From an optimization exercise on the open Yosys and OpenROAD flow, aimed at small area, a short achievable clock period and few clock cycles per item; shortcuts taken in it are not production practice.
In this exercise RTL edits were held to simulation tests only and were not proved equivalent to the original.
Power is estimated from default activity; no workload was simulated.

== wip/indigo ==
## bch_decoder
module bch_decoder (
	input                      clk,
	input                      rstn,
	input                      i_set,
	input  [1:0]               i_code,
	input  [8-1:0]   i_data,
	output                     o_ready,
	output                     o_finish,
	output [8-1:0]    o_odata
);
==> flow/config.mk <==
export PLATFORM = sky130hd
export DESIGN_NAME = bch_decoder
export DESIGN_NICKNAME = bch_decoder
export VERILOG_FILES = /design/flow/design.v
export SDC_FILE = /design/flow/constraint.sdc
export NUM_CORES = 4
export LEC_CHECK = 0
export CAP_MARGIN = 20
export CORE_MARGIN = 2
export CORE_UTILIZATION = 40
export SLEW_MARGIN = 20
export TNS_END_PERCENT = 10
==> flow/constraint.sdc <==
create_clock -name core_clock -period 10.0 [get_ports {clk}]
set_input_delay 2.0000 -clock core_clock [delete_from_list [all_inputs] [get_ports {clk}]]
set_output_delay 2.0000 -clock core_clock [all_outputs]
set_load 0.01 [all_outputs]
standard.sh (not shown) runs the stock make flow with config.mk's settings and CLKGATE_MAP_FILE= SYNTH_SCRIPT=/design/flow/synth_recipe.tcl, a recipe that flattens the netlist after the stock synthesis.
==> flow/flow/run.sh <==
#!/bin/bash
# Standard layout, with timing repair aiming for 6.5 ns of setup slack at the
# 10 ns clock, so the paths are optimised for a shorter achieved period.
set -euo pipefail
bash standard.sh SETUP_SLACK_MARGIN=6.5 finish > make_finish.log 2>&1
wip/indigo closes out successfully: all stages finished, all timing, DRC and antenna checks passed.
Testbench counts of wip/indigo, summed over its fixed seeds: cycles 14,414, frames 512.
[inputs] wip/amber vs wip/indigo
- CORE_UTILIZATION: 40 -> 60
- TNS_END_PERCENT: 10 -> unset
### Flow results
- In the flow results for wip/amber and wip/indigo, the effective utilization at floorplan is smaller on wip/indigo.
- Combinational share of power was lower in the run labelled wip/indigo.
- Going from wip/indigo to wip/amber, the global-route usage over all layers was found to have gone up by 13 points.
- Summary of the comparison: weighted congestion at the end of routability-driven global placement is higher in wip/amber, relative to wip/indigo.
Inputs modified between wip/amber and wip/nickel:
- CORE_UTILIZATION now 40, was 60
==> flow/flow/run.sh <==
#!/bin/bash
# Standard layout, with timing repair aiming for 6 ns of setup slack at the
# 10 ns clock, so the paths are optimised for a shorter achieved period.
set -euo pipefail
bash standard.sh SETUP_SLACK_MARGIN=6 finish > make_finish.log 2>&1
Notes after the runs:
- Compare wip/amber and wip/nickel | sequential share of layout area lower: wip/amber
- Utilization wip/amber -> wip/nickel: down
- Summary of the comparison: final worst slack is lower in wip/nickel, relative to wip/amber.
- wip/amber has lower final cell count than wip/nickel.
- Relative to wip/amber, final cell area excluding filler cells has decreased by about 2.3% in wip/nickel.
- Share of total power in the clock network for wip/nickel: 4.1 points up relative to wip/amber
- Routed wire length went down by a little under 10% going from wip/amber to wip/nickel.
- [compare] base=wip/amber new=wip/nickel: internal power now larger; sequential power has remained practically unchanged.


bch_decoder, a different RTL version from the one above (not shown whole).
For scale: ~70 flip-flops, roughly 23 I/O pins, ~6300 um2 of cells after synthesis.
export LEC_CHECK = 0
export CAP_MARGIN = 20
export CORE_MARGIN = 2
export CORE_UTILIZATION = 40
export CTS_BUF_LIST = sky130_fd_sc_hd__clkbuf_2 sky130_fd_sc_hd__clkbuf_4 sky130_fd_sc_hd__clkbuf_8
export SLEW_MARGIN = 20
create_clock -name core_clock -period 10.0 [get_ports {clk}]
==> flow/flow/run.sh <==
#!/bin/bash
# Standard layout, with timing repair aiming for 7 ns of setup slack at the
# 10 ns clock, so the paths are optimised for a shorter achieved period.
set -euo pipefail
bash standard.sh SETUP_SLACK_MARGIN=7 finish > make_finish.log 2>&1
Testbench counts at the start, summed over its fixed seeds: cycles 14,575, frames 512.
Next try:
==> flow/flow/run.sh (replaced) <==
#!/bin/bash
# Standard layout, with timing repair aiming for 7.25 ns of setup slack at the
# 10 ns clock, so the paths are optimised for a shorter achieved period.
set -euo pipefail
bash standard.sh SETUP_SLACK_MARGIN=7.25 finish > make_finish.log 2>&1
Settings changed: CTS_BUF_LIST sky130_fd_sc_hd__clkbuf_2 sky130_fd_sc_hd__clkbuf_4 sky130_fd_sc_hd__clkbuf_8 to not set.
Global-route usage came out higher by 1.0 points; fmax came out higher by 0.37%; via count came out higher by 4.7%; sequential cell count stays the same; hold slack is better by 0.0072 ns; wire length came out higher by 7.0%; cell area came out higher by 10%.
Next try:
==> flow/flow/run.sh (replaced) <==
#!/bin/bash
# Standard layout, with timing repair aiming for 6.5 ns of setup slack at the
# 10 ns clock, so the paths are optimised for a shorter achieved period.
set -euo pipefail
bash standard.sh SETUP_SLACK_MARGIN=6.5 finish > make_finish.log 2>&1
Die area stays the same.
Routed wire length shrinks by 13%.
Worst setup slack degrades by 0.40 ns.
Via count is lower by 7.6%.
Area after synthesis is unchanged.
Final area is lower by 13%.
Sequential share of layout area went up by 3.4 points.
Clock-buffer cell count goes down by 1.
Flip-flop and latch count stays the same.
Combinational power came out higher by about 2%.
Next try:
==> flow/flow/run.sh (replaced) <==
#!/bin/bash
# Standard layout, with timing repair aiming for 7 ns of setup slack at the
# 10 ns clock, so the paths are optimised for a shorter achieved period.
set -euo pipefail
bash standard.sh SETUP_SLACK_MARGIN=7 finish > make_finish.log 2>&1
Settings changed: CORE_UTILIZATION 40 to 55, CTS_BUF_LIST set to sky130_fd_sc_hd__clkbuf_2 sky130_fd_sc_hd__clkbuf_4 sky130_fd_sc_hd__clkbuf_8.
- The changed run went through all stages and came out clean
- sequential share of layout area goes down by 0.79 points
- fmax goes up by roughly a tenth
- non-clock buffer count goes up by 25
- die area goes down by a quarter to a third
Next try:
==> flow/flow/run.sh (replaced) <==
#!/bin/bash
# Standard layout, with timing repair aiming for 6.9 ns of setup slack at the
# 10 ns clock, so the paths are optimised for a shorter achieved period.
set -euo pipefail
bash standard.sh SETUP_SLACK_MARGIN=6.9 finish > make_finish.log 2>&1
Settings changed: CORE_UTILIZATION 55 to 40.
After rerunning:
- The new run went through all stages and came out clean
- clock skew grows by 0.0038 ns
- hold slack is worse by 0.0052 ns
- wire length shrinks by 1.9%
- sequential power stays flat
Next try:
==> flow/flow/run.sh (replaced) <==
#!/bin/bash
# Standard layout, with timing repair aiming for 7.5 ns of setup slack at the
# 10 ns clock, so the paths are optimised for a shorter achieved period.
set -euo pipefail
bash standard.sh SETUP_SLACK_MARGIN=7.5 finish > make_finish.log 2>&1
Settings changed: CTS_BUF_LIST sky130_fd_sc_hd__clkbuf_2 sky130_fd_sc_hd__clkbuf_4 sky130_fd_sc_hd__clkbuf_8 to not set.
=> The changed run completed with no timing, DRC or antenna violations. Area after synthesis does not change. Die area does not change. Combinational power climbs by about 2%. Cell area climbs by 15%. Register-to-register slack is better by 0.19 ns. Non-clock buffer count climbs by 50. Clock skew stays flat. Power climbs by 4.6%.

==> port drivers added, routing unchanged <==
In the flow no input, the clock included, has a driving cell. The finished layouts below were timed again as built, in two steps. Step 1 assumes that a clkbuf_16 drives the clock port and a buf_2 every other input. Step 2 also shifts input and output timing later by t, the mid clock arrival at the registers, as if the neighbouring blocks saw the same clock. Slacks: no drivers / after step 1 / after step 2; pairs: no drivers / after step 1.
run | t, ns | setup slack, ns | worst register clock-pin slew, ns | pins driven straight from the clock port
wip/indigo | 0.364 | 6.308 / 6.270 / 6.578 | 0.06 / 0.06 | 1
wip/amber | 0.384 | 6.511 / 6.476 / 6.575 | 0.08 / 0.08 | 1
wip/nickel | 0.366 | 6.112 / 6.074 / 6.254 | 0.06 / 0.06 | 1
the first run of note 2 | 0.414 | 6.884 / 6.848 / 6.865 | 0.09 / 0.09 | 1
the second run of note 2 | 0.391 | 6.895 / 6.853 / 7.048 | 0.07 / 0.07 | 1
the third run of note 2 | 0.387 | 6.498 / 6.455 / 6.660 | 0.06 / 0.06 | 1
the fourth run of note 2 | 0.398 | 6.876 / 6.841 / 6.834 | 0.08 / 0.08 | 1
the fifth run of note 2 | 0.402 | 6.904 / 6.868 / 6.846 | 0.08 / 0.08 | 1
the sixth run of note 2 | 0.386 | 6.909 / 6.869 / 7.175 | 0.07 / 0.07 | 1
After both steps every run listed still meets setup and hold. For the fifth run of note 2, which loses most, drivers alone change the setup slack by -0.036 ns; drivers and shift together by -0.058 ns.
